This is an optimization exercise on Yosys and OpenROAD, whose aim is small area, a short achievable clock period and few clock cycles, not a production implementation. Only simulation tests tie the RTL to the original design; equivalence was not proved. Power is estimated from default activity; no workload was simulated.

## flow/design.v (module list and top-level ports; edited modules follow where they fit)
// module imm_add35: 32 lines
// module imm_cell: 967 lines
// module integer_matrix_multiply_unit: 450 lines
module integer_matrix_multiply_unit (
  input  logic               clk,
  input  logic               rst,
  input  logic               cfg_wr_en,
  input  logic [1:0]         cfg_index,
  input  logic [3:0]         cfg_data,
  input  logic               in_valid,
  output logic               in_ready,
  input  logic [1:0]         cmd,
  input  logic signed [15:0] element_value,
  output logic               out_valid,
  input  logic               out_ready,
  output logic signed [34:0] product_value,
  output logic [2:0]         out_row,
  output logic [2:0]         out_col,
  output logic               last
);
  // ...
==> flow/flow/run.sh <==
#!/bin/bash
set -euo pipefail
bash standard.sh SETUP_SLACK_MARGIN=6.4 finish > flow_make.log 2>&1
==> flow/standard.sh <==
#!/bin/bash
# synth_recipe.tcl (not shown) runs the flow's synth.tcl, then flattens the netlist and writes it again
# the make line also repeats each setting of config.mk as NAME=value (left out here)
make -C /OpenROAD-flow-scripts/flow DESIGN_CONFIG=/design/flow/config.mk WORK_HOME=/design/flow/orfs CLKGATE_MAP_FILE= SYNTH_SCRIPT=/design/flow/synth_recipe.tcl "${@:-finish}"
==> flow/config.mk <==
export PLATFORM = sky130hd
export DESIGN_NAME = integer_matrix_multiply_unit
export DESIGN_NICKNAME = integer_matrix_multiply_unit
export VERILOG_FILES = /design/flow/design.v
export SDC_FILE = /design/flow/constraint.sdc
export NUM_CORES = 4
export LEC_CHECK = 0
export ABC_CLOCK_PERIOD_IN_PS = 3500
export CAP_MARGIN = 20
export CORE_MARGIN = 2
export CORE_UTILIZATION = 55
export CTS_CLUSTER_DIAMETER = 100
export CTS_CLUSTER_SIZE = 30
export SLEW_MARGIN = 20
==> flow/constraint.sdc <==
create_clock -name core_clock -period 10.0 [get_ports {clk}]
set_input_delay 2.0000 -clock core_clock [delete_from_list [all_inputs] [get_ports {clk}]]
set_output_delay 2.0000 -clock core_clock [all_outputs]
set_load 0.01 [all_outputs]
==> results by group, run 1 <==
Routing
  • Average routed wire per standard cell: 34.7 um
  • Routed vias: 115k

Synth
  • Synth Area in Adders: 13.3%
  • Synth Area in Simple Gates: roughly 4.2%
  • Leading area contributor after synthesis: edfxtp_1
  • Register area share after synthesis: about 57%
  • Yosys top cell area share: roughly 34%

STA
  • Tmin final: just over 4000 ps
  • Final setup fails: 0
  • Tcrit/Tclk final: 41.1%

Global routing
  • Pin count of the biggest net entering global routing: 89

Layout
  • FF/Latch Area: roughly 110000 sq um

Clock tree
  • Sink Count: 4393
  • CTS Hold Buffers Added: 0

Power
  • Cell leakage power: 75.5 nW
  • Combinational Power Share: 18.9%
  • PnR Total Power: 38.9 mW
  • Pwr dens: 185 nW/um^2
  • Int Power: about 27 mW

Floorplan
  • I/O pin cnt: 73
  • Starting Density: between 50 and 60%

Worst setup path
  • Crit path DAT: approximately 2100 ps
  • Delay of the slowest cell on the worst path: between 800 and 900 ps

Placement
  • Post-Place Worst Slack: between 4000 and 5000 ps

Run status
  • Status: finished clean
Testbench counts, summed over its fixed seeds: cycles 17,115.
==> module integer_matrix_multiply_unit, before the edit <==
module integer_matrix_multiply_unit (
  input  logic               clk,
  input  logic               rst,
  input  logic               cfg_wr_en,
  input  logic [1:0]         cfg_index,
  input  logic [3:0]         cfg_data,
  input  logic               in_valid,
  output logic               in_ready,
  input  logic [1:0]         cmd,
  input  logic signed [15:0] element_value,
  output logic               out_valid,
  input  logic               out_ready,
  output logic signed [34:0] product_value,
  output logic [2:0]         out_row,
  output logic [2:0]         out_col,
  output logic               last
);
  logic [3:0] rows_a, inner_size, cols_b;
  function automatic logic [2:0] dim_last(input logic [3:0] v);
    if (v == 4'd0) dim_last = 3'd0;
    else if (v > 4'd8) dim_last = 3'd7;
    else dim_last = 3'(v - 4'd1);
  endfunction
  always_ff @(posedge clk) begin
    if (rst) begin
      rows_a     <= 4'd8;
      inner_size <= 4'd8;
      cols_b     <= 4'd8;
    end else if (cfg_wr_en) begin
      case (cfg_index)
        2'd0: rows_a <= cfg_data;
        2'd1: inner_size <= cfg_data;
        2'd2: cols_b <= cfg_data;
        default: ;
      endcase
    end
  end
  logic [2:0] now_r, now_k, now_n;
  logic       now_slow;
  assign now_r    = dim_last(rows_a);
  assign now_k    = dim_last(inner_size);
  assign now_n    = dim_last(cols_b);
  assign now_slow = !(now_k == 3'd7 && now_n == 3'd7);
  logic in_fire, ld_a, ld_b, acc_cmp;
  assign in_fire = in_valid && in_ready && !rst;
  assign ld_a    = in_fire && cmd == imm_pkg::CMD_LOAD_A;
  assign ld_b    = in_fire && cmd == imm_pkg::CMD_LOAD_B;
  assign acc_cmp = in_fire && cmd == imm_pkg::CMD_COMPUTE;
  logic [5:0]  a_wptr, b_wptr;
  logic        wq_a, wq_b;
  logic [5:0]  wq_addr;
  logic [15:0] wq_data;
  always_ff @(posedge clk) begin
    if (rst) begin
      a_wptr <= '0;
      b_wptr <= '0;
    end else if (ld_a) begin
      a_wptr <= a_wptr + 6'd1;
    end else if (ld_b) begin
      b_wptr <= b_wptr + 6'd1;
    end else if (acc_cmp) begin
      a_wptr <= '0;
      b_wptr <= '0;
    end
  end
  always_ff @(posedge clk) begin
    wq_a <= ld_a;
    wq_b <= ld_b;
    if (ld_a || ld_b) begin
      wq_addr <= ld_a ? a_wptr : b_wptr;
      wq_data <= element_value;
    end
  end
  logic [63:0][15:0] astore, bstore;
  for (genvar e = 0; e < 64; e++) begin : g_store
    always_ff @(posedge clk) begin
      if (wq_a && wq_addr == 6'(e)) astore[e] <= wq_data;
      if (wq_b && wq_addr == 6'(e)) bstore[e] <= wq_data;
    end
  end
  logic       active, slow, pend, pend_slow;
  logic [2:0] rl, kl, nl, pend_r, pend_k, pend_n;
  logic [2:0] hk;           
  logic       firstslot;    
  logic       sfill;        
  logic [5:0] u_cnt;
  logic [5:0] b_addr;
  logic [6:0] a_addr;       
  logic [3:0] rows_fed;
  logic [3:0] i_f;          
  logic [2:0] i_n, j_n;     
  logic [1:0] slot_src;
  logic [2:0] slot_row;
  logic       start_direct, start_pend, start;
  logic       st_slow;
  logic [2:0] st_r, st_k, st_n;
  assign start_direct = acc_cmp && !active && !pend;
  assign start_pend   = pend && !active;
  assign start        = start_direct || start_pend;
  assign st_slow      = start_pend ? pend_slow : now_slow;
  assign st_r         = start_pend ? pend_r : now_r;
  assign st_k         = start_pend ? pend_k : now_k;
  assign st_n         = start_pend ? pend_n : now_n;
  logic [7:0][23:0]  st_dig;
  logic [15:8][15:0] st_raw;
  logic [15:0]       st_first;
  logic [15:0]       st_pvld;
  logic [15:0][2:0]  st_row;
  function automatic logic [23:0] booth(input logic [15:0] a);
    logic [16:0] ax;
    ax = {a, 1'b0};
    for (int r = 0; r < 8; r++) begin
      booth[3*r]   = ax[2*r+2];                                   
      booth[3*r+1] = ax[2*r+1] ^ ax[2*r];                         
      booth[3*r+2] = ax[2*r+2] ? (!ax[2*r+1] && !ax[2*r])
                               : (ax[2*r+1] && ax[2*r]);          
    end
  endfunction
  function automatic logic [15:0] unbooth(input logic [23:0] d);
    for (int r = 0; r < 8; r++) begin
      unbooth[2*r+1] = d[3*r];
      unbooth[2*r]   = d[3*r+1] ^ ((r == 0) ? 1'b0 : d[3*r-3]);
    end
  endfunction
  logic [7:0]        em_sel, em_sel_d;
  logic [34:0]       em_s, em_c;
  logic              wanted_q, wanted_d, room, accept, fail_now, item_last, done;
  logic [7:0][34:0]  acc_s, acc_c;
  logic [7:0]        tag_pvld;
  logic [7:0][2:0]   tag_row, tag_row_d;
  logic [2:0]        i_n_d, j_n_d, em_row_d, em_col_d;
  logic              active_d;
  always_comb begin
    em_s = '0;
    em_c = '0;
    for (int j = 0; j < 8; j++) begin
      em_s = em_s | (acc_s[j] & {35{em_sel[j]}});
      em_c = em_c | (acc_c[j] & {35{em_sel[j]}});
    end
  end
  logic [1:0] sk_cnt;
  logic       emq_v;
  assign room      = (sk_cnt == 2'd0) || (sk_cnt == 2'd1 && !emq_v);
  assign accept    = wanted_q && room;
  assign fail_now  = wanted_q && !room;
  assign item_last = i_n == rl && j_n == nl;
  assign done      = accept && item_last;
  always_comb begin
    for (int j = 0; j < 8; j++) begin
      em_sel_d[j]  = ((j == 0) ? (hk == 3'd0) : st_first[(j == 0) ? 0 : j - 1])
                     && (st_first[j] ? st_pvld[j] : tag_pvld[j]);
      tag_row_d[j] = st_first[j] ? st_row[j] : tag_row[j];
    end
    if (!active) begin
      i_n_d = 3'd0;
      j_n_d = 3'd0;
    end else if (accept) begin
      i_n_d = (j_n == nl) ? i_n + 3'd1 : i_n;
      j_n_d = (j_n == nl) ? 3'd0 : j_n + 3'd1;
    end else begin
      i_n_d = i_n;
      j_n_d = j_n;
    end
    em_row_d = '0;
    em_col_d = '0;
    for (int j = 0; j < 8; j++) begin
      em_row_d = em_row_d | (tag_row_d[j] & {3{em_sel_d[j]}});
      em_col_d = em_col_d | (3'(j) & {3{em_sel_d[j]}});
    end
    active_d = active && !done;
    wanted_d = active_d && (|em_sel_d) && em_row_d == i_n_d && em_col_d == j_n_d;
  end
  always_ff @(posedge clk) begin
    if (rst || done) begin
      em_sel   <= '0;
      wanted_q <= 1'b0;
    end else begin
      em_sel   <= em_sel_d;
      wanted_q <= wanted_d;
    end
  end
  logic       head_on, head_on_d;
  logic [1:0] dec_ok_q, dec_fail_q, dec_ok_d, dec_fail_d, src_dec, src_eff;
  logic [3:0] i_eff, i_f_d, rows_fed_d;
  logic [2:0] row_eff;
  assign head_on = active && !sfill;
  assign i_eff   = fail_now ? {1'b0, i_n} : i_f;
  assign src_dec = !head_on ? imm_pkg::SRC_BUBBLE : (fail_now ? dec_fail_q : dec_ok_q);
  assign src_eff = (hk == 3'd0) ? src_dec : (head_on ? slot_src : imm_pkg::SRC_BUBBLE);
  assign row_eff = (hk == 3'd0) ? i_eff[2:0] : slot_row;
  function automatic logic [1:0] pick(input logic [3:0] i, input logic [3:0] fed,
                                      input logic [2:0] r);
    if (i < fed) pick = imm_pkg::SRC_REPLAY;
    else if (i <= {1'b0, r}) pick = imm_pkg::SRC_FRESH;
    else pick = imm_pkg::SRC_BUBBLE;
  endfunction
  always_comb begin
    if (!active) begin
      i_f_d      = 4'd0;
      rows_fed_d = 4'd0;
    end else if (hk == 3'd0 && head_on) begin
      i_f_d      = (src_dec == imm_pkg::SRC_BUBBLE) ? i_eff : i_eff + 4'd1;
      rows_fed_d = (src_dec == imm_pkg::SRC_FRESH) ? rows_fed + 4'd1 : rows_fed;
    end else begin
      i_f_d      = fail_now ? {1'b0, i_n} : i_f;
      rows_fed_d = rows_fed;
    end
    dec_ok_d   = pick(i_f_d, rows_fed_d, rl);
    dec_fail_d = pick({1'b0, i_n_d}, rows_fed_d, rl);
  end
  always_ff @(posedge clk) begin
    dec_ok_q   <= dec_ok_d;
    dec_fail_q <= dec_fail_d;
  end
  logic a_take;    
  assign a_take = src_eff == imm_pkg::SRC_FRESH && hk <= kl;
  logic [15:0] a_rd, e_raw;
  assign a_rd  = astore[a_addr[5:0]];
  assign e_raw = (src_eff == imm_pkg::SRC_REPLAY) ? st_raw[15] : (a_take ? a_rd : 16'd0);
  logic [2:0] hk_d, fk, fk_d;
  logic [5:0] u_next, b_addr_d, fkn, fkn_d;
  logic       sfill_d, sfill_go;
  assign u_next   = u_cnt + 6'd1;
  assign hk_d     = start ? 3'd0 : hk + 3'd1;
  assign sfill_go = sfill && u_cnt != 6'd63;
  assign sfill_d  = start ? st_slow : sfill_go;
  always_comb begin
    if (!sfill_go || !active) begin
      fk_d  = 3'd0;
      fkn_d = 6'd0;
    end else if (u_next[2:0] == 3'd0) begin
      fk_d  = fk;
      fkn_d = fkn;
    end else if (fk == 3'd7) begin
      fk_d  = 3'd0;
      fkn_d = 6'd0;
    end else begin
      fk_d  = fk + 3'd1;
      fkn_d = fkn + {2'b00, {1'b0, nl} + 4'd1};
    end
    b_addr_d = fkn_d + {3'b000, (sfill_go && active) ? u_next[5:3] : 3'd0};
  end
  always_ff @(posedge clk) begin
    fk  <= fk_d;
    fkn <= fkn_d;
  end
  always_ff @(posedge clk) begin
    if (rst) begin
      active    <= 1'b0;
      pend      <= 1'b0;
      firstslot <= 1'b0;
      sfill     <= 1'b0;
      hk        <= '0;
    end else begin
      hk    <= hk_d;
      sfill <= sfill_d;
      if (hk == 3'd7) firstslot <= 1'b0;
      if (acc_cmp && !start_direct) begin
        pend      <= 1'b1;
        pend_slow <= now_slow;
        pend_r    <= now_r;
        pend_k    <= now_k;
        pend_n    <= now_n;
      end else if (start_pend) begin
        pend <= 1'b0;
      end
      if (done) active <= 1'b0;
      if (start) begin
        active    <= 1'b1;
        slow      <= st_slow;
        rl        <= st_r;
        kl        <= st_k;
        nl        <= st_n;
        firstslot <= !st_slow;
      end
    end
  end
  always_ff @(posedge clk) begin
    b_addr <= b_addr_d;
    if (rst || !active) begin
      u_cnt    <= '0;
      a_addr   <= '0;
      rows_fed <= '0;
      i_f      <= '0;
      i_n      <= '0;
      j_n      <= '0;
    end else begin
      if (sfill) u_cnt <= u_next;
      rows_fed <= rows_fed_d;
      i_f      <= i_f_d;
      i_n      <= i_n_d;
      j_n      <= j_n_d;
      if (a_take) a_addr <= a_addr + 7'd1;
    end
    if (hk == 3'd0 && head_on) begin
      slot_src <= src_dec;
      slot_row <= i_eff[2:0];
    end
  end
  always_ff @(posedge clk) begin
    st_dig[0] <= booth(e_raw);
    st_row[0] <= row_eff;
    for (int s = 1; s < 8; s++) st_dig[s] <= st_dig[s-1];
    st_raw[8] <= unbooth(st_dig[7]);
    for (int s = 9; s < 16; s++) st_raw[s] <= st_raw[s-1];
    for (int s = 1; s < 16; s++) st_row[s] <= st_row[s-1];
    if (rst) begin
      st_first <= '0;
    end else begin
      st_first <= {st_first[14:0], hk == 3'd0};
    end
    if (rst || done) begin
      st_pvld <= '0;
    end else begin
      st_pvld <= {st_pvld[14:0], src_eff != imm_pkg::SRC_BUBBLE};
    end
  end
  logic [7:0][15:0]      colrd;
  logic [7:0][2:0]       bsel;
  logic [15:0]           b_rd;
  logic [7:0][7:0][15:0] bcol;    
  for (genvar j = 0; j < 8; j++) begin : g_bport
    for (genvar r = 0; r < 8; r++) begin : g_r
      assign bcol[j][r] = bstore[8*r+j];
    end
    always_ff @(posedge clk) begin
      if (start) bsel[j] <= st_slow ? 3'd0 : 3'(3'd0 - 3'(j));
      else bsel[j] <= sfill_go ? b_addr_d[5:3] : 3'(hk + 3'd1 - 3'(j));
    end
    assign colrd[j] = bcol[j][bsel[j]];
  end
  assign b_rd = colrd[b_addr[2:0]];
  logic [7:0] ft;
  logic [7:1] ft_q;
  always_ff @(posedge clk) begin
    if (rst) ft_q <= '0;
    else     ft_q <= ft[6:0];
  end
  assign ft = {ft_q, firstslot};
  logic [7:0] sf;
  always_ff @(posedge clk) begin
    for (int j = 0; j < 8; j++)
      sf[j] <= start ? (st_slow && j == 0) : (sfill_go && u_next[5:3] == 3'(j));
  end
  logic [7:0][7:0][15:0] ring;    
  logic [7:0][34:0]      s_in, c_in, s_out, c_out;
  for (genvar j = 0; j < 8; j++) begin : g_cell
    always_ff @(posedge clk) begin
      if (ft[j]) ring[j][0] <= colrd[j];
      else if (sf[j]) ring[j][0] <= b_rd;
      else ring[j][0] <= ring[j][1];
      for (int q = 1; q < 7; q++) ring[j][q] <= ring[j][q+1];
      ring[j][7] <= ring[j][0];
    end
    assign s_in[j] = st_first[j] ? '0 : acc_s[j];
    assign c_in[j] = st_first[j] ? '0 : acc_c[j];
    imm_cell u_mac (
      .dig(st_dig[j]), .b(ring[j][0]), .s_in(s_in[j]), .c_in(c_in[j]),
      .s_out(s_out[j]), .c_out(c_out[j])
    );
    always_ff @(posedge clk) begin
      acc_s[j] <= s_out[j];
      acc_c[j] <= c_out[j];
      if (rst || done) begin
        tag_pvld[j] <= 1'b0;
      end else if (st_first[j]) begin
        tag_pvld[j] <= st_pvld[j];
      end
      if (st_first[j]) tag_row[j] <= st_row[j];
    end
  end
  logic [34:0] emq_s, emq_c, emq_sum;
  logic [2:0]  emq_row, emq_col;
  logic        emq_last;
  always_ff @(posedge clk) begin
    emq_s    <= em_s;
    emq_c    <= em_c;
    emq_row  <= i_n;
    emq_col  <= j_n;
    emq_last <= item_last;
    if (rst) emq_v <= 1'b0;
    else     emq_v <= accept;
  end
  imm_add35 u_add (.a(emq_s), .b(emq_c), .sum(emq_sum));
  logic             out_free;
  logic [1:0][34:0] sk_prod;
  logic [1:0][2:0]  sk_row, sk_col;
  logic [1:0]       sk_last;
  assign out_free = !out_valid || out_ready;
  always_ff @(posedge clk) begin
    if (rst) begin
      out_valid <= 1'b0;
      sk_cnt    <= 2'd0;
    end else if (out_free) begin
      if (sk_cnt != 2'd0) begin
        out_valid     <= 1'b1;
        product_value <= sk_prod[0];
        out_row       <= sk_row[0];
        out_col       <= sk_col[0];
        last          <= sk_last[0];
        if (sk_cnt == 2'd2) begin
          sk_prod[0] <= sk_prod[1];
          sk_row[0]  <= sk_row[1];
          sk_col[0]  <= sk_col[1];
          sk_last[0] <= sk_last[1];
        end
        if (emq_v) begin
          sk_prod[sk_cnt[1]] <= emq_sum;
          sk_row[sk_cnt[1]]  <= emq_row;
          sk_col[sk_cnt[1]]  <= emq_col;
          sk_last[sk_cnt[1]] <= emq_last;
        end else begin
          sk_cnt <= sk_cnt - 2'd1;
        end
      end else if (emq_v) begin
        out_valid     <= 1'b1;
        product_value <= emq_sum;
        out_row       <= emq_row;
        out_col       <= emq_col;
        last          <= emq_last;
      end else begin
        out_valid <= 1'b0;
      end
    end else if (emq_v) begin
      sk_prod[sk_cnt[0]] <= emq_sum;
      sk_row[sk_cnt[0]]  <= emq_row;
      sk_col[sk_cnt[0]]  <= emq_col;
      sk_last[sk_cnt[0]] <= emq_last;
      sk_cnt <= sk_cnt + 2'd1;
    end
  end
  logic       n_pend, n_slowblk, blk_a, fresh_on;
  logic [6:0] w_max, guard;
  always_comb begin
    n_pend    = (pend && !start_pend) || (acc_cmp && !start_direct);
    n_slowblk = (start && st_slow) || (active && slow);
    fresh_on  = firstslot || (slot_src == imm_pkg::SRC_FRESH && hk != 3'd0);
    w_max     = {1'b0, a_wptr} + {6'd0, in_ready};
    if (fresh_on && hk <= 3'd5) guard = a_addr + 7'd3;
    else if (fresh_on && hk == 3'd6) guard = a_addr + 7'd2;
    else if (fresh_on) guard = a_addr + 7'd1;
    else guard = a_addr;
    blk_a = active && !slow && !start
            && (w_max < {1'b0, rl + 3'd1, 3'd0} || rl == 3'd7) && !(w_max < guard);
  end
  always_ff @(posedge clk) begin
    if (rst) in_ready <= 1'b1;
    else in_ready <= !n_pend && !n_slowblk && !blk_a;
  end
endmodule
==> run 2: changes to the inputs <==
--- a/flow/design.v
+++ b/flow/design.v
@@ -1148,7 +1148,7 @@
   end
   logic [1:0] sk_cnt;
   logic       emq_v;
-  assign room      = (sk_cnt == 2'd0) || (sk_cnt == 2'd1 && !emq_v);
+  assign room      = (sk_cnt == 2'd0) || (sk_cnt == 2'd1) || (sk_cnt == 2'd2 && !emq_v);
   assign accept    = wanted_q && room;
   assign fail_now  = wanted_q && !room;
   assign item_last = i_n == rl && j_n == nl;
@@ -1390,51 +1390,27 @@
     else     emq_v <= accept;
   end
   imm_add35 u_add (.a(emq_s), .b(emq_c), .sum(emq_sum));
-  logic             out_free;
-  logic [1:0][34:0] sk_prod;
-  logic [1:0][2:0]  sk_row, sk_col;
-  logic [1:0]       sk_last;
-  assign out_free = !out_valid || out_ready;
+  logic [2:0][41:0] fq;
+  logic [41:0]      emq_item, out_d;
+  logic             pop;
+  logic [1:0]       qn_pop;
+  assign emq_item = {emq_sum, emq_row, emq_col, emq_last};
+  assign pop      = out_valid && out_ready;
+  assign qn_pop   = sk_cnt - {1'b0, pop};
+  assign out_d    = (qn_pop != 2'd0) ? (pop ? fq[1] : fq[0]) : emq_item;
   always_ff @(posedge clk) begin
+    if (pop) begin
+      fq[0] <= fq[1];
+      fq[1] <= fq[2];
+    end
+    if (emq_v) fq[qn_pop] <= emq_item;
+    {product_value, out_row, out_col, last} <= out_d;
     if (rst) begin
-      out_valid <= 1'b0;
       sk_cnt    <= 2'd0;
-    end else if (out_free) begin
-      if (sk_cnt != 2'd0) begin
-        out_valid     <= 1'b1;
-        product_value <= sk_prod[0];
-        out_row       <= sk_row[0];
-        out_col       <= sk_col[0];
-        last          <= sk_last[0];
-        if (sk_cnt == 2'd2) begin
-          sk_prod[0] <= sk_prod[1];
-          sk_row[0]  <= sk_row[1];
-          sk_col[0]  <= sk_col[1];
-          sk_last[0] <= sk_last[1];
-        end
-        if (emq_v) begin
-          sk_prod[sk_cnt[1]] <= emq_sum;
-          sk_row[sk_cnt[1]]  <= emq_row;
-          sk_col[sk_cnt[1]]  <= emq_col;
-          sk_last[sk_cnt[1]] <= emq_last;
-        end else begin
-          sk_cnt <= sk_cnt - 2'd1;
-        end
-      end else if (emq_v) begin
-        out_valid     <= 1'b1;
-        product_value <= emq_sum;
-        out_row       <= emq_row;
-        out_col       <= emq_col;
-        last          <= emq_last;
-      end else begin
-        out_valid <= 1'b0;
-      end
-    end else if (emq_v) begin
-      sk_prod[sk_cnt[0]] <= emq_sum;
-      sk_row[sk_cnt[0]]  <= emq_row;
-      sk_col[sk_cnt[0]]  <= emq_col;
-      sk_last[sk_cnt[0]] <= emq_last;
-      sk_cnt <= sk_cnt + 2'd1;
+      out_valid <= 1'b0;
+    end else begin
+      sk_cnt    <= qn_pop + {1'b0, emq_v};
+      out_valid <= (qn_pop + {1'b0, emq_v}) != 2'd0;
     end
   end
   logic       n_pend, n_slowblk, blk_a, fresh_on;
==> flow/flow/run.sh (replaced) <==
#!/bin/bash
set -euo pipefail
bash standard.sh SETUP_SLACK_MARGIN=6.5 finish > flow_make.log 2>&1
==> results by group, run 2 <==
Synth
  • Yosys warning total: 2
  • Syn Nets: roughly 15k
  • Largest family of logic cells by synthesized area: adder cells
  • Syn Inst Count: 14.1k
  • Synth unique cells: just over 80
  • Largest cells by area after synthesis: edfxtp_1 33%, dfxtp_1 23%, fa_1 12%
  • Seq cells post-synth: ~4.4k
  • Main synth FF type: dfxtp_1
  • Post-synth ARST share: 0%
  • Yosys top cell area share: 32.7% (-1.7 points)
  • Register area share after synthesis: 56.2% (-0.65 points)
  • Leading area contributor after synthesis: edfxtp_1
  • Synth Area in Simple Gates: 4.42% (+0.20 points)
  • Post-Synth XOR/XNOR Area: roughly 5.3%
  • Mux cell area share after synthesis: 8.61%
  • Most frequent cell after synthesis: dfxtp_1
  • Mean Syn Cell Area: about 14 sq um
  • Post-Syn Area: between 150000 and 200000 sq um
  • Commonest cells in the synthesized netlist: 2298 x dfxtp_1, 2137 x edfxtp_1, 1251 x a22oi_1
  • Post-synth EDFFs: about 2.1k
  • Synth Area in Adders: 13.1% (-0.12 points)
  • Post-synthesis compound-gate area fraction: 7.84%

Worst setup path
  • FF-to-FF Start: emq_s[1]
  • Register-to-Register Path Depth: 15
  • Crit Path Max Fanout: 4
  • WS Path Type: flip-flop to flip-flop
  • Reg2reg end: fq[84]
  • Crit path DAT: 4420 ps (+2310 ps)
  • R2r setup slk: 6300 ps
  • CP Launch Type: flip-flop
  • CP Data Required Time: about 11000 ps
  • CP Capture Type: flip-flop

Clock tree
  • Max Buffers Root-to-Sink: 4
  • Clock transition at the registers of the reported paths: between 100 and 150 ps
  • CTS Hold Buffers Added: 0 (unchanged)
  • CTS buffer count: approximately 190
  • Clk latency of the worst-skew pair: around 990 ps
  • CTS H-tree lvls: 4
  • Sink Count: 4435 (+0.96%)
  • Root Driver: clkbuf_16
  • CTS tree: built

STA
  • Fmax: between 200 and 300 MHz
  • Tcrit/Tclk final: 37.0% (-4.1 points)
  • Setup_tns: 0 ps
  • Worst-margin pin slew: approximately 1400 ps
  • Pins over their slew limit: 0
  • Final hold violation count: 0
  • Final Skew: 64.2 ps
  • Slew headroom: around 8.1%
  • Tmin final: 3700 ps (-410 ps)
  • RSZ-0062 raised after global routing: true
  • Final setup fails: 0 (unchanged)

Worst hold path
  • Class of the worst hold path: flip-flop to flip-flop
  • HP Start: ring[420]
  • Hold-critical path endpoint: ring[404]
  • Hold Path Stages: 0

Layout
  • Commonest non-fill, non-tap cell in the layout: edfxtp_1
  • Commonest non-fill, non-tap cells in the layout: 2137 x edfxtp_1, 2076 x dfxtp_1, 1154 x a22oi_1
  • Area Growth Syn to Fin: 12.0%
  • Fin nets: approximately 16k
  • Layout cells sized above 1: 19.5%
  • Largest regs: astore: 1024 flops, bstore: 1024 flops, ring: 1024 flops

Routing
  • # DRC: 0
  • First-pass DRT Iterations: 6
  • Drt initial violations: about 15k
  • Routed vias: 120k (+3.8%)
  • DR vias/cell: 6.23
  • Average routed wire per standard cell: 34.0 um (-2.0%)
  • Routed Antenna Nets: 0
  • Drt total wl: 653000 um

Global routing
  • GR Util met2: 52.8%
  • Overflow after GRT: 0
  • Met3 Usage GRT: 8.45%
  • Total GRT Usage: 35.4%
  • Pin count of the biggest net entering global routing: 85 (-4.5%)
  • Initial antenna violation count: 58
  • Global-route wire length before repair: a little over 900000 um
  • Vias in the first global route: ~120k
  • Global-route track usage on met1: between 40% and 50%
  • GR peak layer: met2

Floorplan
  • Die area: approximately 360000 sq um
  • FP Rows: 219
  • Core Area: 355000 sq um
  • I/O pin cnt: 73 (unchanged)
  • Starting Density: 55.1% (-0.22 points)
  • Die height: 601 um
  • Die Wd: approximately 600 um

Power
  • Cell leakage power: 79.3 nW (+4.9%)
  • Pwr dens: 184 nW/um^2 (-0.43%)
  • PnR Total Power: 40.4 mW (+3.8%)
  • Maximum vdd drop: approximately 0.18 mV

Placement
  • Port-buffer cells: 72
  • Gpl congestion: 1.01
  • Hpwl dp: approximately 430000 um

Flow run
  • Max-Cap Viols: 0

Run status
  • Status: finished clean
==> run 2: changes by cell type in the layout (fill, tap and decap cells not counted), moves of 45 or more <==
cell,delta
mux2i_1,+107
buf_12,+69
fa_2,+107
dfxtp_1,+62
fa_1,-107
buf_4,+188
buf_6,+45
a22oi_1,-66
edfxtp_1,-84
xor2_1,-53
inv_1,-67
a22oi_2,+66
==> run 2: layout make-up <==
cell class                 count  area [sq um]
fill                       27000        136000
multi-input combinational   7385         80500
antenna                       27          67.6
inverter                    1209          4690
sequential                  4435        111000
clock buffer                 259          5110
timing repair buffer        1067         11500
clock inverter                59           838
tap                         4751          5940
==> run 2: power by group <==
group / internal (mW) / switching [mW]
Clock: 3.83 / 6.03
Sequential: 20.4 / 1.79
Combinational: 3.49 / 4.91
==> run 2: routing by layer <==
metal	routed length [um]	share of wire, %
met1	258000	40
met2	288000	44
met3	68000	10
met4	38200	5.9
met5	128	0.020
==> run 2: worst max-delay path, cell delays in order (launching register included) <==
cell,delay (ps)
dfxtp_2,360
ha_4,270
ha_4,200
inv_2,50
fa_2,340
nor2b_1,150
o211ai_1,170
a211oi_2,210
buf_4,160
o21ai_1,140
a21oi_2,210
xnor2_2,200
nand2b_1,210
nand3_4,150
a22o_4,280
a221o_1,320
==> run 2: stage by stage <==
stage          std cells  area [sq um]  utilization [%]  hold slack, ps  worst slack (ps)
2_1_floorplan      14100        197000                -             310              6010
3_3_place_gp       18300        203000             57.0             310              3620
3_5_place_dp       18300        203000             57.0             312              3580
4_1_cts            18900        215000             60.4             279              6280
5_1_grt            19200        219000             61.7             286              6200
6_report           19200        219000             61.8             305              6300
==> run 2: worst max path at each step <==
stage,start,cells past startpoint,to,slack [ps]
after floorplan,out_ready,9,fq[124],6010
after global placement,out_ready,12,fq[21],3620
after detailed placement,out_ready,12,fq[21],3580
after CTS,emq_s[1],15,fq[122],6280
after global routing,emq_c[5],13,fq[84],6200
final,emq_s[1],15,fq[84],6300
==> run 2: logic make-up (layout without fill, tap and decap cells) <==
kind of cell             count (synthesis)  in the layout
flip-flops                            4435           4435
other                                    0             27
AND/OR/NAND/NOR                       1623           1626
XOR/XNOR                              1192           1192
adder cells (fa/ha/maj)               1371           1371
AO/OA/AOI/OAI                         2178           2178
multiplexers                          1018           1018
buffers and inverters                 2259           2594
==> run 2: repair_timing <==
| item | 4_1_cts | 5_1_grt |
|---|---|---|
| setup endpoints to repair | 689 | 285 |
| pin swaps | 98 | 220 |
| gates cloned | 19 | 22 |
| gates resized for setup | 1188 | 546 |
| buffers inserted | 227 | 252 |
Testbench counts of run 2, summed over its fixed seeds: cycles 17,115.
==> run 3: changes to the inputs <==
--- a/flow/design.v
+++ b/flow/design.v
@@ -1112,8 +1112,8 @@
   logic [7:0][23:0]  st_dig;
   logic [15:8][15:0] st_raw;
   logic [15:0]       st_first;
-  logic [15:0]       st_pvld;
-  logic [15:0][2:0]  st_row;
+  logic [1:0]        sh_pvld;
+  logic [1:0][2:0]   sh_row;
   function automatic logic [23:0] booth(input logic [15:0] a);
     logic [16:0] ax;
     ax = {a, 1'b0};
@@ -1134,9 +1134,8 @@
   logic [34:0]       em_s, em_c;
   logic              wanted_q, wanted_d, room, accept, fail_now, item_last, done;
   logic [7:0][34:0]  acc_s, acc_c;
-  logic [7:0]        tag_pvld;
-  logic [7:0][2:0]   tag_row, tag_row_d;
   logic [2:0]        i_n_d, j_n_d, em_row_d, em_col_d;
+  logic              em_pvld_d;
   logic              active_d;
   always_comb begin
     em_s = '0;
@@ -1155,9 +1154,7 @@
   assign done      = accept && item_last;
   always_comb begin
     for (int j = 0; j < 8; j++) begin
-      em_sel_d[j]  = ((j == 0) ? (hk == 3'd0) : st_first[(j == 0) ? 0 : j - 1])
-                     && (st_first[j] ? st_pvld[j] : tag_pvld[j]);
-      tag_row_d[j] = st_first[j] ? st_row[j] : tag_row[j];
+      em_sel_d[j] = (j == 0) ? (hk == 3'd0) : st_first[(j == 0) ? 0 : j - 1];
     end
     if (!active) begin
       i_n_d = 3'd0;
@@ -1169,14 +1166,14 @@
       i_n_d = i_n;
       j_n_d = j_n;
     end
-    em_row_d = '0;
-    em_col_d = '0;
+    em_pvld_d = (hk == 3'd0) ? sh_pvld[0] : sh_pvld[1];
+    em_row_d  = (hk == 3'd0) ? sh_row[0] : sh_row[1];
+    em_col_d  = '0;
     for (int j = 0; j < 8; j++) begin
-      em_row_d = em_row_d | (tag_row_d[j] & {3{em_sel_d[j]}});
       em_col_d = em_col_d | (3'(j) & {3{em_sel_d[j]}});
     end
     active_d = active && !done;
-    wanted_d = active_d && (|em_sel_d) && em_row_d == i_n_d && em_col_d == j_n_d;
+    wanted_d = active_d && em_pvld_d && (|em_sel_d) && em_row_d == i_n_d && em_col_d == j_n_d;
   end
   always_ff @(posedge clk) begin
     if (rst || done) begin
@@ -1307,21 +1304,20 @@
   end
   always_ff @(posedge clk) begin
     st_dig[0] <= booth(e_raw);
-    st_row[0] <= row_eff;
     for (int s = 1; s < 8; s++) st_dig[s] <= st_dig[s-1];
     st_raw[8] <= unbooth(st_dig[7]);
     for (int s = 9; s < 16; s++) st_raw[s] <= st_raw[s-1];
-    for (int s = 1; s < 16; s++) st_row[s] <= st_row[s-1];
     if (rst) begin
       st_first <= '0;
     end else begin
       st_first <= {st_first[14:0], hk == 3'd0};
     end
     if (rst || done) begin
-      st_pvld <= '0;
-    end else begin
-      st_pvld <= {st_pvld[14:0], src_eff != imm_pkg::SRC_BUBBLE};
+      sh_pvld <= '0;
+    end else if (hk == 3'd0) begin
+      sh_pvld <= {sh_pvld[0], src_dec != imm_pkg::SRC_BUBBLE};
     end
+    if (hk == 3'd0) sh_row <= {sh_row[0], row_eff};
   end
   logic [7:0][15:0]      colrd;
   logic [7:0][2:0]       bsel;
@@ -1369,12 +1365,6 @@
     always_ff @(posedge clk) begin
       acc_s[j] <= s_out[j];
       acc_c[j] <= c_out[j];
-      if (rst || done) begin
-        tag_pvld[j] <= 1'b0;
-      end else if (st_first[j]) begin
-        tag_pvld[j] <= st_pvld[j];
-      end
-      if (st_first[j]) tag_row[j] <= st_row[j];
     end
   end
   logic [34:0] emq_s, emq_c, emq_sum;
==> flow/flow/run.sh (replaced) <==
#!/bin/bash
set -euo pipefail
bash standard.sh SETUP_SLACK_MARGIN=6.4 finish > flow_make.log 2>&1
==> results by group, run 3 <==
Synth
  • Mux cell area share after synthesis: 8.61% (about the same)
  • Largest family of logic cells by synthesized area: adder cells
  • Syn Nets: 15.3k (-1.0%)
  • Commonest cells in the synthesized netlist: 2236 x dfxtp_1, 2140 x edfxtp_1, 1258 x a22oi_1
  • Most frequent cell after synthesis: dfxtp_1
  • Syn Inst Count: 13.9k (-1.1%)
  • Largest cells by area after synthesis: edfxtp_1 33%, dfxtp_1 23%, fa_1 12%
  • Post-Synth XOR/XNOR Area: 5.34% (+0.013 points)
  • Yosys warning total: 2 (unchanged)
  • Post-synthesis compound-gate area fraction: 7.91% (+0.071 points)
  • Register area share after synthesis: 56.1% (-0.13 points)
  • Post-synth EDFFs: 2140 (+0.14%)
  • Mean Syn Cell Area: 14.0 sq um (+0.30%)
  • Yosys top cell area share: 33.1% (+0.31 points)
  • Synth Area in Adders: 13.3% (+0.12 points)
  • Main synth FF type: dfxtp_1
  • Leading area contributor after synthesis: edfxtp_1
  • Synth Area in Simple Gates: 4.34% (-0.088 points)
  • Seq cells post-synth: 4376 (-1.3%)
  • Post-Syn Area: 194000 sq um (-0.81%)
  • Synth unique cells: 88 (+7.3%)
  • Post-synth ARST share: 0% (unchanged)

Layout
  • Largest regs: astore: 1024 flops, bstore: 1024 flops, ring: 1024 flops
  • Final core occ: 60.7% (-1.1 points)
  • Fin cells: 18.8k (-1.9%)
  • Commonest non-fill, non-tap cells in the layout: 2140 x edfxtp_1, 2038 x dfxtp_1, 1224 x a22oi_1
  • Design Area, Final: 214000 sq um (-2.6%)
  • Fin nets: 15.3k (-2.3%)
  • Layout cells sized above 1: 16.2% (-3.2 points)
  • Area Growth Syn to Fin: 9.93%
  • Commonest non-fill, non-tap cell in the layout: edfxtp_1

Worst setup path
  • Worst path buffer plus inverter count: 4 (+2)
  • CP max-delay cell: mux4_2
  • WS Path Type: flip-flop to flip-flop
  • CP Launch Type: flip-flop
  • FF-to-FF Start: a_addr[0]
  • Register-to-Register Path Depth: 11 (-4)
  • Crit Path Max Fanout: 12 (+8)
  • Crit path DAT: 4430 ps (about the same)
  • Reg2reg end: st_dig[5]
  • CP delay by family, top: multiplexers
  • R2r setup slk: 6420 ps (+130 ps)
  • Delay of the slowest cell on the worst path: 580 ps (+220 ps)
  • CP Data Required Time: 10860 ps (+150 ps)
  • CP Capture Type: flip-flop
  • CP cell instances: buf_16 -> buf_4 -> buf_16 -> mux4_2 -> mux4_2 -> mux2i_4 -> nand2_4 -> a32oi_4 -> inv_1 -> ha_1 -> mux2_2

Clock tree
  • CTS H-tree lvls: 4 (unchanged)
  • Max Buffers Root-to-Sink: 4 (unchanged)
  • Clk latency of the worst-skew pair: 1010 ps (+20 ps)
  • Clock transition at the registers of the reported paths: 110 ps (about the same)
  • Sink Count: 4376 (-1.3%)
  • Root Driver: clkbuf_16
  • CTS tree: built
  • CTS buffer count: 190 (-1.0%)
  • CTS Hold Buffers Added: 0 (unchanged)

Placement
  • Port-buffer cells: 72 (unchanged)
  • Hpwl dp: 442000 um (+2.5%)
  • Placed cells: 18.2k (-0.76%)
  • Gpl congestion: 1.03 (+2.0%)
  • Post-DP Area: 201000 sq um (-0.70%)
  • Post-Place Worst Slack: 3160 ps (-418 ps)

Routing
  • Drt total wl: 648000 um (-0.83%)
  • Routed vias: 118k (-1.5%)
  • Average routed wire per standard cell: 34.4 um (+1.1%)
  • Routed Antenna Nets: 0 (unchanged)
  • # DRC: 0 (unchanged)
  • DR vias/cell: 6.26 (+0.36%)
  • First-pass DRT Iterations: 8 (+2)
  • Drt initial violations: 14.1k (-9.0%)

Global routing
  • Global-route wire length before repair: 909000 um (-0.10%)
  • Vias in the first global route: 119k (-1.0%)
  • Overflow after GRT: 0 (unchanged)
  • Pin count of the biggest net entering global routing: 98 (+15%)
  • Total GRT Usage: 36.1% (+0.74 points)
  • Initial antenna violation count: 54 (-6.9%)

Floorplan
  • Die area: 358000 sq um (-0.81%)
  • Core Area: 352000 sq um (-0.92%)
  • FP Rows: 218 (-0.46%)
  • I/O pin cnt: 73 (unchanged)
  • Die Wd: 599 um (-0.40%)
  • Starting Density: 55.2% (+0.058 points)
  • Die height: 599 um (-0.40%)

Worst hold path
  • Class of the worst hold path: flip-flop to flip-flop
  • Hold Path Stages: 0 (unchanged)
  • Hold-critical path endpoint: ring[354]
  • HP Start: ring[370]

STA
  • Hold slack: 306 ps (+1.04 ps)
  • Final setup fails: 0 (unchanged)
  • Tmin final: 3580 ps (-126 ps)
  • Final Skew: 104 ps (+39.5 ps)
  • Final worst setup slack: 6420 ps (+126 ps)
  • Worst-margin pin slew: 1360 ps (-15.6 ps)
  • Final hold violation count: 0 (unchanged)
  • Pins over their slew limit: 0 (unchanged)
  • Setup_tns: 0 ps (unchanged)
  • Fmax: 279 MHz (+3.5%)
  • Tcrit/Tclk final: 35.8% (-1.3 points)
  • RSZ-0062 raised after global routing: true
  • Slew headroom: 9.13% (+1.0 points)

Power
  • PnR Total Power: 41.2 mW (+2.0%)
  • Maximum vdd drop: 0.197 mV (+9.7%)
  • Cell leakage power: 76.7 nW (-3.2%)
  • Pwr dens: 193 nW/um^2 (+4.7%)

Flow run
  • Max-Cap Viols: 0 (unchanged)

Run status
  • Status: finished clean
[run 3: cell count changes after synthesis, moves of 21 or more]
cell and change:
nor2_1 +21, mux4_2 +22, clkbuf_1 -23, a21oi_1 +28
inv_1 -26, o21ai_0 -39, o2bb2ai_1 +28, mux2_2 -40
dfxtp_1 -62, nor2b_1 -22
[run 3: per-layer routing]
layer | global-route usage, % | wire length [um]
met4 | 22.1 | 48600
met3 | 7.48 | 59000
met2 | 54.5 | 289000
met1 | 48.3 | 251000
met5 | 0 | 176
[run 3: how the worst max path moves through the flow]
| stage | endpoint | cells after the start | slack [ps] | start |
|---|---|---|---|---|
| after CTS | fq[111] | 11 | 6350 | emq_s[3] |
| after global routing | st_dig[5] | 11 | 6360 | a_addr[0] |
| after floorplan | fq[110] | 12 | 6000 | out_ready |
| final | st_dig[5] | 11 | 6420 | a_addr[0] |
| after detailed placement | fq[36] | 11 | 3160 | out_ready |
| after global placement | fq[28] | 11 | 3230 | out_ready |
[run 3: cells by family after synthesis]
logic type,Yosys count
AO/OA/AOI/OAI,2172
XOR/XNOR,1186
adder cells (fa/ha/maj),1374
buffers and inverters,2233
flip-flops,4376
multiplexers,981
AND/OR/NAND/NOR,1598
[run 3: power breakdown]
group / internal [mW] / total, mW / switching, mW
clock network: 3.79 / 9.69 / 5.90
registers: 20.1 / 21.8 / 1.68
logic: 3.82 / 9.73 / 5.91
total: 27.7 / 41.2 / 13.5
[run 3: final cells by class]
cell class / instances / area [sq um]
inverters: 1186 / 4580
flip-flops and latches: 4376 / 110000
well taps: 4730 / 5920
repair buffers: 863 / 8790
fillers: 27300 / 138000
multi-input cells: 7314 / 78800
repair inverters: 1 / 6.26
diodes: 60 / 150
clock inverters: 50 / 698
clock buffers: 250 / 5140
[run 3: repair_timing]
action	in CTS	in global routing
cloned	15	9
resized for setup	741	373
pin swaps	30	50
setup buffers	140	116
hold endpoints to repair	0	0
endpoints found under the setup margin	642	242
Testbench counts of run 3, summed over its fixed seeds: cycles 17,115.
==> run 4: changes to the inputs <==
--- a/flow/config.mk
+++ b/flow/config.mk
@@ -8,7 +8,7 @@
 export ABC_CLOCK_PERIOD_IN_PS = 3500
 export CAP_MARGIN = 20
 export CORE_MARGIN = 2
-export CORE_UTILIZATION = 55
-export CTS_CLUSTER_DIAMETER = 100
-export CTS_CLUSTER_SIZE = 30
+export CORE_UTILIZATION = 60
+export CTS_CLUSTER_DIAMETER = 70
+export CTS_CLUSTER_SIZE = 25
 export SLEW_MARGIN = 20
==> results by group, run 4 <==
Run status
  • Status: finished clean

Synth
  • Leading area contributor after synthesis: edfxtp_1
  • Seq cells post-synth: 4376 (unchanged)
  • Largest family of logic cells by synthesized area: adder cells
  • Post-synthesis compound-gate area fraction: 7.91% (unchanged)
  • Yosys warning total: 2 (unchanged)
  • Post-synth EDFFs: 2140 (unchanged)
  • Commonest cells in the synthesized netlist: 2236 x dfxtp_1, 2140 x edfxtp_1, 1258 x a22oi_1
  • Syn Nets: 15.3k (unchanged)
  • Register area share after synthesis: 56.1% (unchanged)
  • Main synth FF type: dfxtp_1
  • Largest cells by area after synthesis: edfxtp_1 33%, dfxtp_1 23%, fa_1 12%
  • Post-synth ARST share: 0% (unchanged)
  • Mean Syn Cell Area: 14.0 sq um (unchanged)
  • Synth Area in Adders: 13.3% (unchanged)
  • Syn Inst Count: 13.9k (unchanged)
  • Post-Synth XOR/XNOR Area: 5.34% (unchanged)
  • Post-Syn Area: 194000 sq um (unchanged)
  • Mux cell area share after synthesis: 8.61% (unchanged)
  • Most frequent cell after synthesis: dfxtp_1
  • Synth unique cells: 88 (unchanged)
  • Yosys top cell area share: 33.1% (unchanged)
  • Synth Area in Simple Gates: 4.34% (unchanged)

Global routing
  • Overflow after GRT: 0 (unchanged)
  • Vias in the first global route: 120k (+0.55%)
  • Initial antenna violation count: 54 (unchanged)
  • Pin count of the biggest net entering global routing: 97 (-1.0%)
  • Total GRT Usage: 38.8% (+2.7 points)
  • Global-route wire length before repair: 901000 um (-0.94%)

Placement
  • Gpl congestion: 1.03 (+0.20%)
  • Port-buffer cells: 72 (unchanged)
  • Hpwl dp: 441000 um (-0.19%)

Worst setup path
  • Most used cell, CP: mux4_2
  • Delay of the slowest cell on the worst path: 820 ps (+240 ps)
  • R2r setup slk: 6390 ps (-30 ps)
  • Critical path depth: 8 (-3)
  • Register-to-Register Path Depth: 8 (-3)
  • CP Data Required Time: 10870 ps (about the same)
  • Worst path buffer plus inverter count: 2 (-2)
  • CP max-delay cell: mux2i_2
  • FF-to-FF Start: bsel[0]
  • WS Path Type: flip-flop to flip-flop
  • CP cell instances: buf_16 -> mux4_2 -> mux2i_2 -> mux4_2 -> mux2i_1 -> buf_4 -> a211oi_1 -> a21oi_1
  • CP Capture Type: flip-flop
  • Reg2reg end: ring[14]
  • Crit path DAT: 4480 ps (+50 ps)
  • CP Launch Type: flip-flop
  • Crit Path Max Fanout: 22 (+10)
  • CP delay by family, top: multiplexers

Worst hold path
  • HP Start: ring[237]
  • Hold Path Stages: 0 (unchanged)
  • Class of the worst hold path: flip-flop to flip-flop
  • Hold-critical path endpoint: ring[221]

STA
  • Final Skew: 74.1 ps (-29.5 ps)
  • Slew headroom: 15.7% (+6.6 points)
  • Final hold violation count: 0 (unchanged)
  • Fmax: 277 MHz (-0.85%)
  • Tmin final: 3610 ps (+30.8 ps)
  • Setup_tns: 0 ps (unchanged)
  • Hold slack: 314 ps (+7.72 ps)
  • RSZ-0062 raised after global routing: true
  • Worst-margin pin slew: 1260 ps (-108 ps)
  • Final setup fails: 0 (unchanged)
  • Pins over their slew limit: 0 (unchanged)
  • Tcrit/Tclk final: 36.1% (+0.31 points)

Clock tree
  • CTS H-tree lvls: 4 (unchanged)
  • Clk latency of the worst-skew pair: 1020 ps (about the same)
  • CTS buffer count: 236 (+24%)
  • Root Driver: clkbuf_16
  • Clock transition at the registers of the reported paths: 100 ps (about the same)
  • Max Buffers Root-to-Sink: 4 (unchanged)
  • CTS tree: built
  • Sink Count: 4376 (unchanged)

Floorplan
  • Starting Density: 60.1% (+4.9 points)
  • FP Rows: 209 (-4.1%)
  • Die Wd: 573 um (-4.2%)
  • Die area: 329000 sq um (-8.3%)
  • I/O pin cnt: 73 (unchanged)
  • Core Area: 323000 sq um (-8.2%)
  • Die height: 573 um (-4.2%)

Layout
  • Layout cells sized above 1: 16.6% (+0.39 points)
  • Commonest non-fill, non-tap cell in the layout: edfxtp_1
  • FF/Latch Area: 110000 sq um (about the same)
  • Fill cells: 23.0k (-16%)
  • Final core occ: 66.5% (+5.8 points)
  • Commonest non-fill, non-tap cells in the layout: 2140 x edfxtp_1, 2020 x dfxtp_1, 1237 x a22oi_1
  • Fin nets: 15.4k (+0.13%)
  • Largest regs: astore: 1024 flops, bstore: 1024 flops, ring: 1024 flops
  • Area taken by multi-input logic gates: 79000 sq um (+0.23%)
  • Area Growth Syn to Fin: 10.6%

Flow run
  • Max-Cap Viols: 0 (unchanged)

Routing
  • Routed vias: 118k (+0.59%)
  • Routed Antenna Nets: 0 (unchanged)
  • Drt initial violations: 14.0k (-0.40%)
  • DR vias/cell: 6.42 (+2.6%)
  • Average routed wire per standard cell: 34.8 um (+1.1%)
  • First-pass DRT Iterations: 8 (unchanged)
  • Drt total wl: 642000 um (-0.84%)
  • # DRC: 0 (unchanged)

Power
  • Combinational Power Share: 23.1% (-0.5 points)
  • Cell leakage power: 77.5 nW (+1.0%)
  • Maximum vdd drop: 0.213 mV (+7.7%)
  • Flop pwr share: 50.9% (-2.0 points)
  • Psw: 14.1 mW (+4.7%)
  • Int Power: 28.9 mW (+4.1%)
  • Sw Share: 32.9% (+0.13 points)
  • Clk pwr share: 25.9% (+2.4 points)
  • Pwr dens: 200 nW/um^2 (+3.7%)
## run 4: layer usage
| metal | vias up | GRT usage [%] | wire length (um) |
|---|---|---|---|
| li1 | 48900 | - | - |
| met1 | 61200 | 49.1 | 232000 |
| met2 | 6791 | 59.2 | 289000 |
| met3 | 1651 | 10.3 | 67700 |
| met4 | 26 | 25.8 | 54100 |
| met5 | - | 0 | 170 |
## run 4: power by group through the flow
stage | Clock, mW | Sequential [mW] | Combinational (mW)
6_report | 11.2 | 21.9 | 9.94
3_3_place_gp | 0 | 22.2 | 8.66
4_1_cts | 11.3 | 21.8 | 9.58
5_1_grt | 11.9 | 21.9 | 10.9
2_1_floorplan | 0 | 21.0 | 5.96
3_5_place_dp | 0 | 22.2 | 8.91
## run 4: timing repair
action,4_1_cts,5_1_grt
hold buffers,0,0
gates cloned,18,14
setup endpoints to repair,650,312
setup buffers,117,159
resized for setup,705,377
pin swaps,29,52
## run 4: stage by stage
step | area, sq um | worst slack [ps] | total power [mW] | cells
after floorplan | 195000 | 6000 | 27.0 | 13900
after global placement | 200000 | 2100 | 30.8 | 17700
after detailed placement | 200000 | 2180 | 31.1 | 17700
after CTS | 212000 | 6340 | 42.7 | 18300
after global routing | 215000 | 6320 | 44.7 | 18500
final | 215000 | 6390 | 43.0 | 18500
## run 4: cells by family (layout without fill, tap and decap cells)
group | count (synthesis) | count (layout)
compound gates | 2172 | 2172
fa+ha+maj | 1374 | 1374
other cells | 0 | 15
buf+inv | 2233 | 2434
xor+xnor | 1186 | 1186
flops | 4376 | 4376
mux | 981 | 981
simple gates | 1598 | 1603
## run 4: final cells by class
| type | count | share of cell area, % |
|---|---|---|
| Inverter | 1186 | 2.14 |
| Timing Repair inverter | 2 | 0.0116 |
| Clock inverter | 89 | 0.622 |
| Clock buffer | 323 | 2.99 |
| Tap cell | 4325 | 2.52 |
| Sequential cell | 4376 | 51.0 |
| Timing Repair Buffer | 834 | 3.92 |
| Multi-Input combinational cell | 7316 | 36.7 |
| Antenna cell | 15 | 0.0175 |
## run 4: worst register-to-register path: cells and delay by family (launching register included)
| family | cells | cell delay (ps) |
|---|---|---|
| compound gates | 2 | 420 |
| buf+inv | 2 | 560 |
| mux | 4 | 1980 |
| flops | 1 | 530 |
## run 4: how the worst max path moves through the flow
stage / from / to / slack, ps
after global placement: out_ready / fq[28] / 2100
after floorplan: out_ready / fq[110] / 6000
final: bsel[0] / ring[14] / 6390
after detailed placement: out_ready / fq[28] / 2180
after CTS: in_ready / in_ready / 6340
after global routing: emq_s[0] / fq[122] / 6320
==> run 5: changes to the inputs <==
--- a/flow/design.v
+++ b/flow/design.v
@@ -1050,7 +1050,7 @@
   assign now_n    = dim_last(cols_b);
   assign now_slow = !(now_k == 3'd7 && now_n == 3'd7);
   logic in_fire, ld_a, ld_b, acc_cmp;
-  assign in_fire = in_valid && in_ready && !rst;
+  assign in_fire = in_valid && in_ready;
   assign ld_a    = in_fire && cmd == imm_pkg::CMD_LOAD_A;
   assign ld_b    = in_fire && cmd == imm_pkg::CMD_LOAD_B;
   assign acc_cmp = in_fire && cmd == imm_pkg::CMD_COMPUTE;
@@ -1072,8 +1072,8 @@
     end
   end
   always_ff @(posedge clk) begin
-    wq_a <= ld_a;
-    wq_b <= ld_b;
+    wq_a <= ld_a && !rst;
+    wq_b <= ld_b && !rst;
     if (ld_a || ld_b) begin
       wq_addr <= ld_a ? a_wptr : b_wptr;
       wq_data <= element_value;
@@ -1145,9 +1145,9 @@
       em_c = em_c | (acc_c[j] & {35{em_sel[j]}});
     end
   end
-  logic [1:0] sk_cnt;
-  logic       emq_v;
-  assign room      = (sk_cnt == 2'd0) || (sk_cnt == 2'd1) || (sk_cnt == 2'd2 && !emq_v);
+  logic [2:0] sk_cnt;
+  logic       emq_v, sq_v;
+  assign room      = ({1'b0, sk_cnt} + {3'd0, emq_v} + {3'd0, sq_v}) <= 4'd3;
   assign accept    = wanted_q && room;
   assign fail_now  = wanted_q && !room;
   assign item_last = i_n == rl && j_n == nl;
@@ -1380,27 +1380,33 @@
     else     emq_v <= accept;
   end
   imm_add35 u_add (.a(emq_s), .b(emq_c), .sum(emq_sum));
-  logic [2:0][41:0] fq;
-  logic [41:0]      emq_item, out_d;
+  logic [41:0] sq_item;
+  always_ff @(posedge clk) begin
+    sq_item <= {emq_sum, emq_row, emq_col, emq_last};
+    if (rst) sq_v <= 1'b0;
+    else     sq_v <= emq_v;
+  end
+  logic [3:0][41:0] fq;
+  logic [41:0]      out_d;
   logic             pop;
-  logic [1:0]       qn_pop;
-  assign emq_item = {emq_sum, emq_row, emq_col, emq_last};
-  assign pop      = out_valid && out_ready;
-  assign qn_pop   = sk_cnt - {1'b0, pop};
-  assign out_d    = (qn_pop != 2'd0) ? (pop ? fq[1] : fq[0]) : emq_item;
+  logic [2:0]       qn_pop;
+  assign pop    = out_valid && out_ready;
+  assign qn_pop = sk_cnt - {2'b00, pop};
+  assign out_d  = (qn_pop != 3'd0) ? (pop ? fq[1] : fq[0]) : sq_item;
   always_ff @(posedge clk) begin
     if (pop) begin
       fq[0] <= fq[1];
       fq[1] <= fq[2];
+      fq[2] <= fq[3];
     end
-    if (emq_v) fq[qn_pop] <= emq_item;
+    if (sq_v) fq[qn_pop[1:0]] <= sq_item;
     {product_value, out_row, out_col, last} <= out_d;
     if (rst) begin
-      sk_cnt    <= 2'd0;
+      sk_cnt    <= 3'd0;
       out_valid <= 1'b0;
     end else begin
-      sk_cnt    <= qn_pop + {1'b0, emq_v};
-      out_valid <= (qn_pop + {1'b0, emq_v}) != 2'd0;
+      sk_cnt    <= qn_pop + {2'b00, sq_v};
+      out_valid <= (qn_pop + {2'b00, sq_v}) != 3'd0;
     end
   end
   logic       n_pend, n_slowblk, blk_a, fresh_on;
==> flow/flow/run.sh (replaced) <==
#!/bin/bash
set -euo pipefail
bash standard.sh SETUP_SLACK_MARGIN=6.5 finish > flow_make.log 2>&1
==> results by group, run 5 <==
Run status
  • Status: finished clean

Power
  • Sw Share: 34.5% (+1.6 points)
  • Pwr dens: 216 nW/um^2 (+7.9%)
  • Cell leakage power: 79.3 nW (+2.3%)
  • Psw: 16.3 mW (+15%)
  • Clk pwr share: 23.4% (-2.5 points)
  • Int Power: 31.0 mW (+7.2%)
  • Flop pwr share: 49.8% (-1.1 points)
  • Maximum vdd drop: 0.220 mV (+3.6%)
  • Combinational Power Share: 26.8% (+3.7 points)

Placement
  • Hpwl dp: 434000 um (-1.6%)
  • Port-buffer cells: 72 (unchanged)
  • Gpl congestion: 1.01 (-1.5%)
  • Placed cells: 17.9k (+0.99%)

Routing
  • Drt total wl: 649000 um (+1.1%)
  • First-pass DRT Iterations: 8 (unchanged)
  • # DRC: 0 (unchanged)
  • Drt initial violations: 16.0k (+14%)
  • Routed Antenna Nets: 0 (unchanged)
  • Average routed wire per standard cell: 34.5 um (-0.78%)
  • Routed vias: 121k (+1.8%)
  • DR vias/cell: 6.41 (about the same)

Synth
  • Post-synth EDFFs: 2140 (unchanged)
  • Largest cells by area after synthesis: edfxtp_1 33%, dfxtp_1 24%, fa_1 12%
  • Post-synth ARST share: 0% (unchanged)
  • Syn Inst Count: 14.1k (+1.3%)
  • Yosys warning total: 2 (unchanged)
  • Syn Nets: 15.5k (+1.2%)
  • Main synth FF type: dfxtp_1
  • Mean Syn Cell Area: 14.0 sq um (about the same)
  • Synth unique cells: 81 (-8.0%)
  • Leading area contributor after synthesis: edfxtp_1
  • Most frequent cell after synthesis: dfxtp_1
  • Commonest cells in the synthesized netlist: 2322 x dfxtp_1, 2140 x edfxtp_1, 1247 x a22oi_1
  • Register area share after synthesis: 56.3% (+0.19 points)
  • Yosys top cell area share: 32.7% (-0.40 points)
  • Post-Syn Area: 197000 sq um (+1.2%)
  • Seq cells post-synth: 4462 (+2.0%)

Global routing
  • Overflow after GRT: 0 (unchanged)
  • Total GRT Usage: 38.6% (-0.17 points)
  • Global-route wire length before repair: 904000 um (+0.35%)
  • Pin count of the biggest net entering global routing: 88 (-9.3%)
  • Vias in the first global route: 120k (+0.37%)
  • Initial antenna violation count: 68 (+26%)

Layout
  • Area Growth Syn to Fin: 11.2%
  • Fin cells: 18.8k (+1.9%)
  • Largest regs: astore: 1024 flops, bstore: 1024 flops, ring: 1024 flops
  • Layout cells sized above 1: 17.8% (+1.2 points)
  • Commonest non-fill, non-tap cells in the layout: 2140 x edfxtp_1, 2099 x dfxtp_1, 1194 x a22oi_1
  • Commonest non-fill, non-tap cell in the layout: edfxtp_1
  • Fin nets: 15.6k (+1.9%)
  • Final core occ: 67.0% (+0.46 points)

Worst setup path
  • CP Data Required Time: 10850 ps (-20 ps)
  • CP Capture Type: flip-flop
  • WS Path Type: input pin to flip-flop
  • Crit Path Max Fanout: 5 (-77%)
  • CP Launch Type: input pin
  • Crit path DAT: 4580 ps (+100 ps)

Clock tree
  • Root Driver: clkbuf_16
  • Sink Count: 4462 (+2.0%)
  • Clk latency of the worst-skew pair: 1020 ps (about the same)
  • Clock transition at the registers of the reported paths: 100 ps (about the same)
  • CTS H-tree lvls: 4 (unchanged)
  • CTS buffer count: 234 (-0.85%)
  • Max Buffers Root-to-Sink: 4 (unchanged)
  • CTS tree: built
  • CTS Hold Buffers Added: 0 (unchanged)

STA
  • RSZ-0062 raised after global routing: true
  • Slew headroom: 18.6% (+2.9 points)
  • Setup_tns: 0 ps (unchanged)
  • Tmin final: 3730 ps (+123 ps)
  • Final setup fails: 0 (unchanged)
  • Final hold violation count: 0 (unchanged)
  • Worst-margin pin slew: 1220 ps (-34.8 ps)
  • Tcrit/Tclk final: 37.3% (+1.2 points)
  • Final Skew: 57.1 ps (-17.0 ps)
  • Fmax: 268 MHz (-3.3%)
  • Pins over their slew limit: 0 (unchanged)

Floorplan
  • Starting Density: 60.2% (about the same)
  • Die Wd: 577 um (+0.61%)
  • Die height: 577 um (+0.61%)
  • Die area: 333000 sq um (+1.2%)
  • I/O pin cnt: 73 (unchanged)
  • Core Area: 327000 sq um (+1.1%)
  • FP Rows: 210 (+0.48%)

Worst hold path
  • Class of the worst hold path: flip-flop to flip-flop

Flow run
  • Max-Cap Viols: 0 (unchanged)
run 5: cell types whose count changed after synthesis, moves of 12 or more:
cell | previous run | this run
dfxtp_1 | 2236 | 2322
buf_4 | 15 | 42
o21ai_0 | 152 | 179
buf_2 | 63 | 47
mux2i_1 | 360 | 397
o22ai_1 | 71 | 135
inv_1 | 1175 | 1163
or2_2 | 4 | 28
o221ai_1 | 33 | 19
nor2_1 | 331 | 359
nand4_1 | 93 | 80
nand2_1 | 269 | 242
run 5: timing repair:
action,in CTS,in global routing
pin swaps,51,97
gates resized for setup,988,391
setup endpoints to repair,716,298
buffers inserted,221,188
cloned,22,15
run 5: area by class of cell:
class	count	area, sq um
flip-flops and latches	4462	111000
fillers	23200	108000
multi-input cells	7413	79600
repair buffers	947	10000
clock buffers	322	6410
well taps	4346	5440
inverters	1177	4610
clock inverters	82	1110
diodes	62	155
repair inverters	5	66.3
run 5: routing by layer:
metal	wire (um)	share of wire (%)	track usage [%]
met1	239000	37	50.5
met2	290000	45	58.2
met3	68100	10	9.24
met4	51700	8.0	25.1
met5	144	0.022	0
run 5: power groups by stage:
stage                     Clock (mW)  Combinational, mW  Sequential (mW)
final                           11.1               12.7             23.5
after global routing            11.8               13.9             23.5
after CTS                       11.2               12.0             23.3
after detailed placement           0               11.0             23.8
after global placement             0               10.6             23.8
after floorplan                    0               7.86             22.1
run 5: worst max-delay path, stage by stage:
cell and delay, ps:
buf_12 110, nand2_8 130, inv_16 60, ha_4 170, ha_4 260, ha_4 310, buf_12 180, buf_12 130
clkinv_8 70, mux2i_4 190, or2_4 240, mux4_2 560, o2bb2ai_2 140
run 5: path summary, 6_finish.rpt:
kind / slack, ps / from / end / depth (start not counted)
hold / removal: 310 / st_raw[109] / st_raw[125] / 0
setup reg to reg: 6450 / bsel[3] / ring[143] / 8
setup / recovery: 6270 / out_ready / fq[135] / 13
hold reg to reg: 310 / st_raw[109] / st_raw[125] / 0
run 5: kinds of logic (layout without fill, tap and decap cells):
family / Yosys count / in the layout / synth area share, %
flops: 4462 / 4462 / 56.3
buf+inv: 2230 / 2533 / 4.43
compound gates: 2225 / 2225 / 7.91
simple gates: 1595 / 1598 / 4.27
fa+ha+maj: 1378 / 1378 / 13.1
xor+xnor: 1194 / 1194 / 5.31
mux: 1018 / 1018 / 8.65
other cells: 0 / 62 / 0
run 5: through the flow:
step                total power, mW  area (sq um)  hold slack, ps  setup slack (ps)
floorplan                      29.9        198000             310              5520
global placement               34.4        203000             310              2890
detailed placement             34.8        203000             312              2920
CTS                            46.5        215000             284              6350
global route                   49.1        219000             293              6240
finish                         47.2        219000             307              6270
Testbench counts of run 5, summed over its fixed seeds: cycles 17,123.

-- static timing again, ports no longer ideal --
Ports are ideal in the flow. The routed layouts listed here were re-timed in OpenROAD.
Step 1 assumes that a clkbuf_16 drives the clock port and a buf_2 every other input.
Step 2 times the ports against the registers' clock, not the clock port: input delays grow and output delays shrink by t, the midpoint of the rising clock arrivals with the driver on.
a / b / c = ideal ports / drivers / drivers and shift; a / b = the first two.
| run | shift t [ns] | slack for setup (ns) | hold WS [ns] | clock arrival spread, ns | worst data-port slew with drivers (ns) |
|---|---|---|---|---|---|
| run 1 | 1.057 | 5.887 / 5.769 / 5.488 | 0.294 / 0.294 / 0.294 | 0.093 / 0.094 | 0.08 |
| run 2 | 1.057 | 6.296 / 6.296 / 5.437 | 0.305 / 0.305 / 0.305 | 0.076 / 0.076 | 0.10 |
| run 3 | 1.083 | 6.422 / 6.309 / 5.482 | 0.306 / 0.306 / 0.306 | 0.113 / 0.113 | 0.23 |
| run 4 | 1.099 | 6.391 / 6.287 / 5.486 | 0.314 / 0.314 / 0.314 | 0.087 / 0.087 | 0.27 |
| run 5 | 1.113 | 6.268 / 6.323 / 5.214 | 0.307 / 0.307 / 0.307 | 0.074 / 0.073 | 0.15 |
After both steps every run listed still meets setup and hold. For run 5, which loses most, drivers alone change the setup slack by +0.055 ns; drivers and shift together by -1.054 ns.
